From an optimization exercise on the open Yosys and OpenROAD flow, aimed at small area, a short achievable clock period and few clock cycles per item; shortcuts taken in it are not production practice. Power is estimated from default activity; no workload was simulated.

== v15 ==
// preemptive_priority_scheduler
module preemptive_priority_scheduler (
   input  logic                        clock,
   input  logic                        reset,
   input  logic                        req_valid,
   output logic                        req_ready,
   input  logic                        req_opcode,
   input  logic [pps_pkg::SLOTF_W-1:0] req_slot,
   input  logic [pps_pkg::TIME_W-1:0]  req_arrival_time,
   input  logic [pps_pkg::TIME_W-1:0]  req_burst_time,
   input  logic [pps_pkg::PRIO_W-1:0]  req_priority,
   output logic                        rsp_valid,
   input  logic                        rsp_ready,
   output logic                        rsp_ran,
   output logic [pps_pkg::SLOTF_W-1:0] rsp_ran_slot,
   output logic                        rsp_new_slice,
   output logic [pps_pkg::TIME_W-1:0]  rsp_slice_time,
   output logic                        rsp_finished,
   output logic [pps_pkg::TIME_W-1:0]  rsp_completion_time,
   output logic [pps_pkg::TIME_W-1:0]  rsp_turnaround,
   output logic [pps_pkg::TIME_W-1:0]  rsp_waiting,
   output logic [pps_pkg::SUM_W-1:0]   rsp_waiting_sum,
   output logic [pps_pkg::SUM_W-1:0]   rsp_turnaround_sum,
   output logic                        rsp_all_done,
   input  logic                        csr_wr_en,
   input  logic [pps_pkg::FCNT_W-1:0]  csr_wr_data
);
For scale: roughly 4500 cells after synthesis, roughly 1400 flip-flops, ~170 I/O pins, ~61000 um2 of cells after synthesis.
export LEC_CHECK = 0
export CAP_MARGIN = 20
export CORE_MARGIN = 2
export CORE_UTILIZATION = 40
export CTS_CLUSTER_DIAMETER = 80
export CTS_CLUSTER_SIZE = 22
export SETUP_SLACK_MARGIN = 3.0
export SLEW_MARGIN = 20
create_clock -name core_clock -period 6.0 [get_ports {clock}]
standard.sh (not shown) runs the stock make flow with config.mk's settings and CLKGATE_MAP_FILE= SYNTH_SCRIPT=/design/flow/synth_recipe.tcl, a recipe that flattens the netlist after the stock synthesis.
==> flow/flow/run.sh <==
#!/bin/bash
# Own layout flow: the standard flow (standard synthesis unchanged), with plain
# buf_4 cells as the input and output port buffers instead of the default choice.
# make's full output goes to flow_make.log in the work folder; ORFS keeps each step's
# log under orfs/logs/.
set -euo pipefail
bash standard.sh "BUFFER_PORTS_ARGS=-buffer_cell sky130_fd_sc_hd__buf_4" finish > flow_make.log 2>&1
The inputs of v14 differ from those of v15 as listed below.
-- flow/design.v --
<<< v15, line 155
   logic [TW-1:0] r2_tat_q;
   logic [TW-1:0] r2_wt_q;
   logic          r2_wneg_q;
   logic          r2_done_q;
   logic          v3_q;
>>> v14, line 155
   logic [TW-1:0] r2_tat_q;
   logic [TW-1:0] r2_wt_q;
   logic          r2_done_q;
   logic          v3_q;
<<< v15, line 219
   logic          ld_arrv;
   logic [N-1:0]  ld_sel;
   always_comb begin
      for (int j = 0; j < N; j++) begin
         kl[j]     = {prio_q[j], SW'(j)} < {req_priority, req_slot};
         ld_sel[j] = acc_load && (req_slot == SW'(j));
      end
>>> v14, line 218
   logic          ld_arrv;
   logic [N-1:0]  ld_sel;
   function automatic logic key_lt(input logic [PW-1:0] a, input logic [PW-1:0] b,
                                   input logic tie);
      logic [3:0] glt, geq;
      logic       r;
      for (int g = 0; g < 4; g++) begin
         glt[g] = (!a[2*g+1] & b[2*g+1]) |
                  (!(a[2*g+1] ^ b[2*g+1]) & !a[2*g] & b[2*g]);
         geq[g] = !(a[2*g+1] ^ b[2*g+1]) & !(a[2*g] ^ b[2*g]);
      end
      r = tie;
      for (int g = 0; g < 4; g++) r = glt[g] | (geq[g] & r);
      key_lt = r;
   endfunction
   always_comb begin
      for (int j = 0; j < N; j++) begin
         kl[j]     = key_lt(prio_q[j], req_priority, SW'(j) < req_slot);
         ld_sel[j] = acc_load && (req_slot == SW'(j));
      end
<<< v15, line 328
         r2_nsat_q  <= r1_nsat_q;
         r2_tat_q   <= r1_fin_q ? tat_d[TW-1:0] : '0;
         r2_wt_q    <= r1_fin_q ? wt_d[TW-1:0] : '0;
         r2_wneg_q  <= wt_d[AW-1];
         r2_done_q  <= (fin_cnt_q == task_q);
      end
>>> v14, line 340
         r2_nsat_q  <= r1_nsat_q;
         r2_tat_q   <= r1_fin_q ? tat_d[TW-1:0] : '0;
         r2_wt_q    <= (r1_fin_q && !wt_d[AW-1]) ? wt_d[TW-1:0] : '0;
         r2_done_q  <= (fin_cnt_q == task_q);
      end
<<< v15, line 335
   logic [AW-1:0] tsum_d;
   logic [AW-1:0] wsum_d;
   logic [TW-1:0] wt3;
   assign wt3    = r2_wneg_q ? '0 : r2_wt_q;
   assign tsum_d = pps_pkg::add(AW'(o_tsum_q), AW'(r2_tat_q), 1'b0);
   assign wsum_d = pps_pkg::add(AW'(o_wsum_q), AW'(wt3), 1'b0);
   always_ff @(posedge clock) begin
      if (reset) begin
>>> v14, line 346
   logic [AW-1:0] tsum_d;
   logic [AW-1:0] wsum_d;
   assign tsum_d = pps_pkg::add(AW'(o_tsum_q), AW'(r2_tat_q), 1'b0);
   assign wsum_d = pps_pkg::add(AW'(o_wsum_q), AW'(r2_wt_q), 1'b0);
   always_ff @(posedge clock) begin
      if (reset) begin
<<< v15, line 363
         o_comp_q  <= r2_fin_q ? r2_now_q : '0;
         o_tat_q   <= r2_tat_q;
         o_wt_q    <= wt3;
         o_done_q  <= r2_done_q;
      end
>>> v14, line 372
         o_comp_q  <= r2_fin_q ? r2_now_q : '0;
         o_tat_q   <= r2_tat_q;
         o_wt_q    <= r2_wt_q;
         o_done_q  <= r2_done_q;
      end
## What came out
Of the two values seen for origin of the worst setup path, rsp_ready was produced by v15 and pend_q[0] by v14. v14 vs. v15: flip-flop and latch count held steady; fraction of area in multi-input gates shrank by 0.39 points; layout overhead on the synthesized area held steady; remaining antenna violation count held steady. Relative to v15, v14 degrades final worst hold slack. Number of buffers other than clock buffers in the final layout down 3.8% in v14 wrt v15. v14 vs. v15: number of placed instances with taps included went up by about 0.9%, total power went up by about 0.7%, internal power went up by about 0.8%, cell area after layout went down by about 0.47%, routed wirelength normalized by instance count went down by 4.9%. Sort v14 and v15 by synthesized cell count, descending, and v14 comes first.
No functional check of the RTL was part of any run of this note.

-- afterwards: timing with drivers on the ports --
The flow's constraints put no driver on any port. The routed layouts listed below were extracted and timed again, unchanged, in two steps. Step 1 sets driving cells, clkbuf_16 on the clock port and buf_2 on the other inputs (assumed; they add their load-dependent delay and slew). Step 2 moves the port delays by t, midway between the first and last clock arrival at a register: inputs arrive t later, outputs are due t later. That takes back most of the time a late clock gives input paths. Slacks: no drivers / after step 1 / after step 2; pairs: no drivers / after step 1.
| run | t, ns | setup slack, ns | cell pins on the clock port's net |
|---|---|---|---|
| v15 | 0.803 | 2.722 / 2.693 / 2.040 | 1 |
| v14 | 0.806 | 2.519 / 2.519 / 2.078 | 1 |
After both steps every run listed still meets setup and hold. For v15, which loses most, drivers alone change the setup slack by -0.029 ns; drivers and shift together by -0.682 ns.
